From an optimization exercise on the open Yosys and OpenROAD flow, aimed at small area; shortcuts taken in it are not production practice. Function was checked by simulation only, so behaviour that the tests miss may differ from the original. The clock port is modelled as an ideal driver; clocking choices that lean on that would not hold on a real chip.

==> flow/design.v (excerpt) <==
module sccb_responder #(
    parameter logic [6:0] DEV_ID = sccb_pkg::DEV_ID_DEFAULT
) (
    input  logic       sccb_clk,
    input  logic       sccb_reset,
    input  logic       sio_c_in,
    input  logic       sio_d_in,
    output logic       sio_d_oe,
    output logic       sio_d_out,
    output logic       wr_strobe,
    output logic [7:0] wr_addr,
    output logic [7:0] wr_data,
    output logic       busy
);
    logic scl_s, scl_rise_s, scl_fall_s;
    logic sda_s, sda_rise_s, sda_fall_s;
    logic start_s, stop_s;
    sccb_sync_edge u_sync_c (
        .clk   (sccb_clk),
        .reset (sccb_reset),
        .din   (sio_c_in),
        .sync  (scl_s),
        .rise  (scl_rise_s),
        .fall  (scl_fall_s)
    );
    sccb_sync_edge u_sync_d (
        .clk   (sccb_clk),
        .reset (sccb_reset),
        .din   (sio_d_in),
        .sync  (sda_s),
        .rise  (sda_rise_s),
        .fall  (sda_fall_s)
    );
    assign start_s = sda_fall_s & scl_s;
    assign stop_s  = sda_rise_s & scl_s;
    sccb_pkg::state_t state_r, state_s;
    logic [3:0]       cnt_r, cnt_s;       
    logic [7:0]       sh_r;
    logic [7:0]       sub_r;
    logic             sub0_r;             
    logic             idok_r;             
    logic             busy_r, busy_s;
    logic             wr_strobe_r;
    logic [7:0]       wr_addr_r, wr_data_r;
    logic [7:0]       rd_q_r;
    logic             pend_r;             
    logic [5:0]       ptr_r;
    logic [7:0]       wdata_s;
    logic             bit_s, we_s, in_rd, last_s;
    localparam logic [7:0] ID_BITS = {1'b0, DEV_ID[0], DEV_ID[1], DEV_ID[2],
                                      DEV_ID[3], DEV_ID[4], DEV_ID[5], DEV_ID[6]};
    assign wdata_s = {sh_r[6:0], sda_s};
    assign in_rd   = (state_r == sccb_pkg::S_RD);
    assign bit_s   = scl_rise_s & ~cnt_r[3] & ~start_s & ~stop_s;
    assign last_s  = (cnt_r[2:0] == 3'd7);
    assign we_s    = bit_s & last_s & (state_r == sccb_pkg::S_DATA);
  ...
For scale: roughly 2300 cells after synthesis.
==> flow/config.mk <==
export PLATFORM = sky130hd
export DESIGN_NAME = sccb_responder
export DESIGN_NICKNAME = sccb_responder
export VERILOG_FILES = /design/flow/design.v
export SDC_FILE = /design/flow/constraint.sdc
export NUM_CORES = 4
export LEC_CHECK = 0
export CAP_MARGIN = 20
export CORE_MARGIN = 2
export CORE_UTILIZATION = 40
export SLEW_MARGIN = 20
==> flow/constraint.sdc <==
create_clock -name core_clock -period 10.0 [get_ports {sccb_clk}]
set_input_delay 2.0000 -clock core_clock [delete_from_list [all_inputs] [get_ports {sccb_clk}]]
set_output_delay 2.0000 -clock core_clock [all_outputs]
set_load 0.01 [all_outputs]
standard.sh (not shown) runs the stock make flow with config.mk's settings and CLKGATE_MAP_FILE= SYNTH_SCRIPT=/design/flow/synth_recipe.tcl, a recipe that flattens the netlist after the stock synthesis.
==> flow/flow/run.sh <==
#!/bin/bash
# Standard layout, with small port buffers, a clock tree built without dummy
# loads, and clock leaf nets rebalanced after CTS where their slew is too high.
set -euo pipefail
export BUFFER_PORTS_ARGS="-buffer_cell sky130_fd_sc_hd__buf_1"
export CTS_ARGS="-sink_clustering_enable -repair_clock_nets -dont_use_dummy_load -sink_clustering_size 36 -sink_clustering_max_diameter 70 -buf_list sky130_fd_sc_hd__buf_12"
export POST_CTS_TCL="$PWD/flow/post_cts.tcl"
export CLK_SLEW_TARGET_NS=0.122
bash standard.sh finish > make_finish.log 2>&1
==> flow/flow/post_cts.tcl <==
# After clock tree synthesis: rebalance the clock leaf nets so that no
# flip-flop clock pin's estimated slew exceeds the target. A leaf net over the
# target hands its sink farthest from its buffer to the nearest other leaf
# buffer that has slew to spare; a leaf with no such neighbour is split in two
# with a new buffer of the same type, driven from the same parent net.
set slew_target [expr {[info exists ::env(CLK_SLEW_TARGET_NS)] ? $::env(CLK_SLEW_TARGET_NS) : 0.120}]
set spare 0.006
set block [ord::get_db_block]

proc inst_xy {inst} {
  set box [$inst getBBox]
  return [list [expr {([$box xMin] + [$box xMax]) / 2}] [expr {([$box yMin] + [$box yMax]) / 2}]]
}

# Leaf nets: clock nets driven by a buffer whose loads are all clock pins.
proc leaf_info {} {
  global block
  set leaves {}
  foreach net [$block getNets] {
    if {[$net getSigType] ne "CLOCK"} { continue }
    set drv ""; set n 0; set ok 1
    foreach t [$net getITerms] {
      if {[$t isOutputSignal]} { set drv $t; continue }
      if {[[$t getMTerm] getName] ne "CLK"} { set ok 0; break }
      incr n
    }
    if {$ok && $drv ne "" && $n > 0} { lappend leaves $net }
  }
  return $leaves
}

proc net_worst {net} {
  set w 0
  foreach t [$net getITerms] {
    if {[$t isOutputSignal]} { continue }
    set pin [sta::db_pin_to_sta $t]
    set s [get_property $pin slew_max]
    if {$s > $w} { set w $s }
  }
  return $w
}

proc net_driver {net} {
  foreach t [$net getITerms] { if {[$t isOutputSignal]} { return [$t getInst] } }
  return ""
}

set moves 0
set splits 0
for {set iter 0} {$iter < 400} {incr iter} {
  estimate_parasitics -placement
  set leaves [leaf_info]
  set worst_net ""; set worst 0
  set slews [dict create]
  foreach net $leaves {
    set w [net_worst $net]
    dict set slews [$net getName] $w
    if {$w > $worst} { set worst $w; set worst_net $net }
  }
  if {$worst <= $slew_target} { break }
  set dinst [net_driver $worst_net]
  lassign [inst_xy $dinst] dx dy
  # the sink farthest from its buffer
  set far ""; set fd -1
  foreach t [$worst_net getITerms] {
    if {[$t isOutputSignal]} { continue }
    lassign [inst_xy [$t getInst]] x y
    set d [expr {abs($x - $dx) + abs($y - $dy)}]
    if {$d > $fd} { set fd $d; set far $t }
  }
  lassign [inst_xy [$far getInst]] fx fy
  # nearest other leaf buffer with slew to spare
  set best ""; set bd -1
  foreach net $leaves {
    if {$net eq $worst_net} { continue }
    if {[dict get $slews [$net getName]] > $slew_target - $spare} { continue }
    lassign [inst_xy [net_driver $net]] x y
    set d [expr {abs($x - $fx) + abs($y - $fy)}]
    if {$bd < 0 || $d < $bd} { set bd $d; set best $net }
  }
  if {$best ne "" && $bd <= 2 * $fd + 20000} {
    $far disconnect
    $far connect $best
    incr moves
    continue
  }
  # split: move the half of the sinks on one side to a new buffer
  set sinks {}
  foreach t [$worst_net getITerms] { if {![$t isOutputSignal]} { lappend sinks $t } }
  set xs {}; set ys {}
  foreach t $sinks { lassign [inst_xy [$t getInst]] x y; lappend xs $x; lappend ys $y }
  set ddx [expr {[tcl::mathfunc::max {*}$xs] - [tcl::mathfunc::min {*}$xs]}]
  set ddy [expr {[tcl::mathfunc::max {*}$ys] - [tcl::mathfunc::min {*}$ys]}]
  set idx [expr {$ddx >= $ddy ? 0 : 1}]
  set keyed {}
  foreach t $sinks { lappend keyed [list [lindex [inst_xy [$t getInst]] $idx] $t] }
  set keyed [lsort -integer -index 0 $keyed]
  set moved [lrange $keyed [expr {[llength $keyed] / 2}] end]
  set parent ""
  foreach t [$dinst getITerms] { if {[$t isInputSignal]} { set parent [$t getNet] } }
  set ninst [odb::dbInst_create $block [$dinst getMaster] "clkfix_buf_$splits"]
  set nnet [odb::dbNet_create $block "clkfix_net_$splits"]
  incr splits
  $nnet setSigType CLOCK
  set sx 0; set sy 0
  foreach k $moved {
    set t [lindex $k 1]
    lassign [inst_xy [$t getInst]] x y
    set sx [expr {$sx + $x}]; set sy [expr {$sy + $y}]
    $t disconnect
    $t connect $nnet
  }
  set n [llength $moved]
  $ninst setLocation [expr {$sx / $n}] [expr {$sy / $n}]
  $ninst setPlacementStatus PLACED
  foreach t [$ninst getITerms] {
    if {[$t isInputSignal]} { $t connect $parent }
    if {[$t isOutputSignal]} { $t connect $nnet }
  }
}
puts "post_cts: $moves sinks moved, $splits leaf buffers added, worst leaf slew $worst after $iter rounds"
if {$splits > 0} { detailed_placement }
estimate_parasitics -placement
The first run aborted during clock tree synthesis.
Next try:
==> flow/flow/run.sh (replaced) <==
#!/bin/bash
# Standard layout, with small port buffers, a clock tree built without dummy
# loads, and clock leaf nets rebalanced after CTS where their slew is too high.
set -euo pipefail
export BUFFER_PORTS_ARGS="-buffer_cell sky130_fd_sc_hd__buf_1"
export CTS_ARGS="-sink_clustering_enable -repair_clock_nets -dont_use_dummy_load -sink_clustering_size 38 -sink_clustering_max_diameter 70 -buf_list sky130_fd_sc_hd__buf_12"
export POST_CTS_TCL="$PWD/flow/post_cts.tcl"
export CLK_SLEW_TARGET_NS=0.123
bash standard.sh finish > make_finish.log 2>&1
--- a/flow/flow/post_cts.tcl
+++ b/flow/flow/post_cts.tcl
@@ -5,6 +5,6 @@
 # with a new buffer of the same type, driven from the same parent net.
 set slew_target [expr {[info exists ::env(CLK_SLEW_TARGET_NS)] ? $::env(CLK_SLEW_TARGET_NS) : 0.120}]
-set spare 0.006
-set block [ord::get_db_block]
+set ::pc_spare 0.006
+set ::pc_block [ord::get_db_block]
 
 proc inst_xy {inst} {
@@ -15,7 +15,6 @@
 # Leaf nets: clock nets driven by a buffer whose loads are all clock pins.
 proc leaf_info {} {
-  global block
   set leaves {}
-  foreach net [$block getNets] {
+  foreach net [$::pc_block getNets] {
     if {[$net getSigType] ne "CLOCK"} { continue }
     set drv ""; set n 0; set ok 1
@@ -30,13 +29,13 @@
 }
 
-proc net_worst {net} {
-  set w 0
-  foreach t [$net getITerms] {
-    if {[$t isOutputSignal]} { continue }
-    set pin [sta::db_pin_to_sta $t]
+# Worst clock pin slew per net name.
+proc net_slews {} {
+  set d [dict create]
+  foreach pin [get_pins -hierarchical */CLK] {
     set s [get_property $pin slew_max]
-    if {$s > $w} { set w $s }
+    set name [[[sta::sta_to_db_pin $pin] getNet] getName]
+    if {![dict exists $d $name] || [dict get $d $name] < $s} { dict set d $name $s }
   }
-  return $w
+  return $d
 }
 
@@ -52,8 +51,7 @@
   set leaves [leaf_info]
   set worst_net ""; set worst 0
-  set slews [dict create]
+  set slews [net_slews]
   foreach net $leaves {
-    set w [net_worst $net]
-    dict set slews [$net getName] $w
+    set w [dict get $slews [$net getName]]
     if {$w > $worst} { set worst $w; set worst_net $net }
   }
@@ -74,5 +72,5 @@
   foreach net $leaves {
     if {$net eq $worst_net} { continue }
-    if {[dict get $slews [$net getName]] > $slew_target - $spare} { continue }
+    if {[dict get $slews [$net getName]] > $slew_target - $::pc_spare} { continue }
     lassign [inst_xy [net_driver $net]] x y
     set d [expr {abs($x - $fx) + abs($y - $fy)}]
@@ -99,6 +97,6 @@
   set parent ""
   foreach t [$dinst getITerms] { if {[$t isInputSignal]} { set parent [$t getNet] } }
-  set ninst [odb::dbInst_create $block [$dinst getMaster] "clkfix_buf_$splits"]
-  set nnet [odb::dbNet_create $block "clkfix_net_$splits"]
+  set ninst [odb::dbInst_create $::pc_block [$dinst getMaster] "clkfix_buf_$splits"]
+  set nnet [odb::dbNet_create $::pc_block "clkfix_net_$splits"]
   incr splits
   $nnet setSigType CLOCK
Settings changed: PLACE_DENSITY from default to 0.7.
What happened: This time the run passed the timing, DRC and antenna checks. Area after synthesis does not change. Synthesized cell count is unchanged.

## what the ideal ports hide
How much do the figures lean on ideal ports? The routed layout below was timed once more, with nothing changed but the port constraints.
Step 1: set_driving_cell puts a clkbuf_16 on sccb_clk and a buf_2 on each other input, an assumption about the parent block.
Step 2 adds t to the input delays and takes it off the output delays; t is the mean of the earliest and latest rising clock arrival at the registers after step 1. Input paths then give back, and output paths get back, about the clock's delay inside the block.
Slacks: no drivers / after step 1 / after step 2; pairs: no drivers / after step 1.
run: the second run
shift t [ns]: 0.623
setup WS [ns]: 6.304 / 6.244 / 6.868
worst setup path at the end: register to output
latest minus earliest clock arrival (ns): 0.156 / 0.157
After both steps setup and hold are still met in the second run. For the second run, drivers alone change the setup slack by -0.060 ns; drivers and shift together by +0.564 ns.
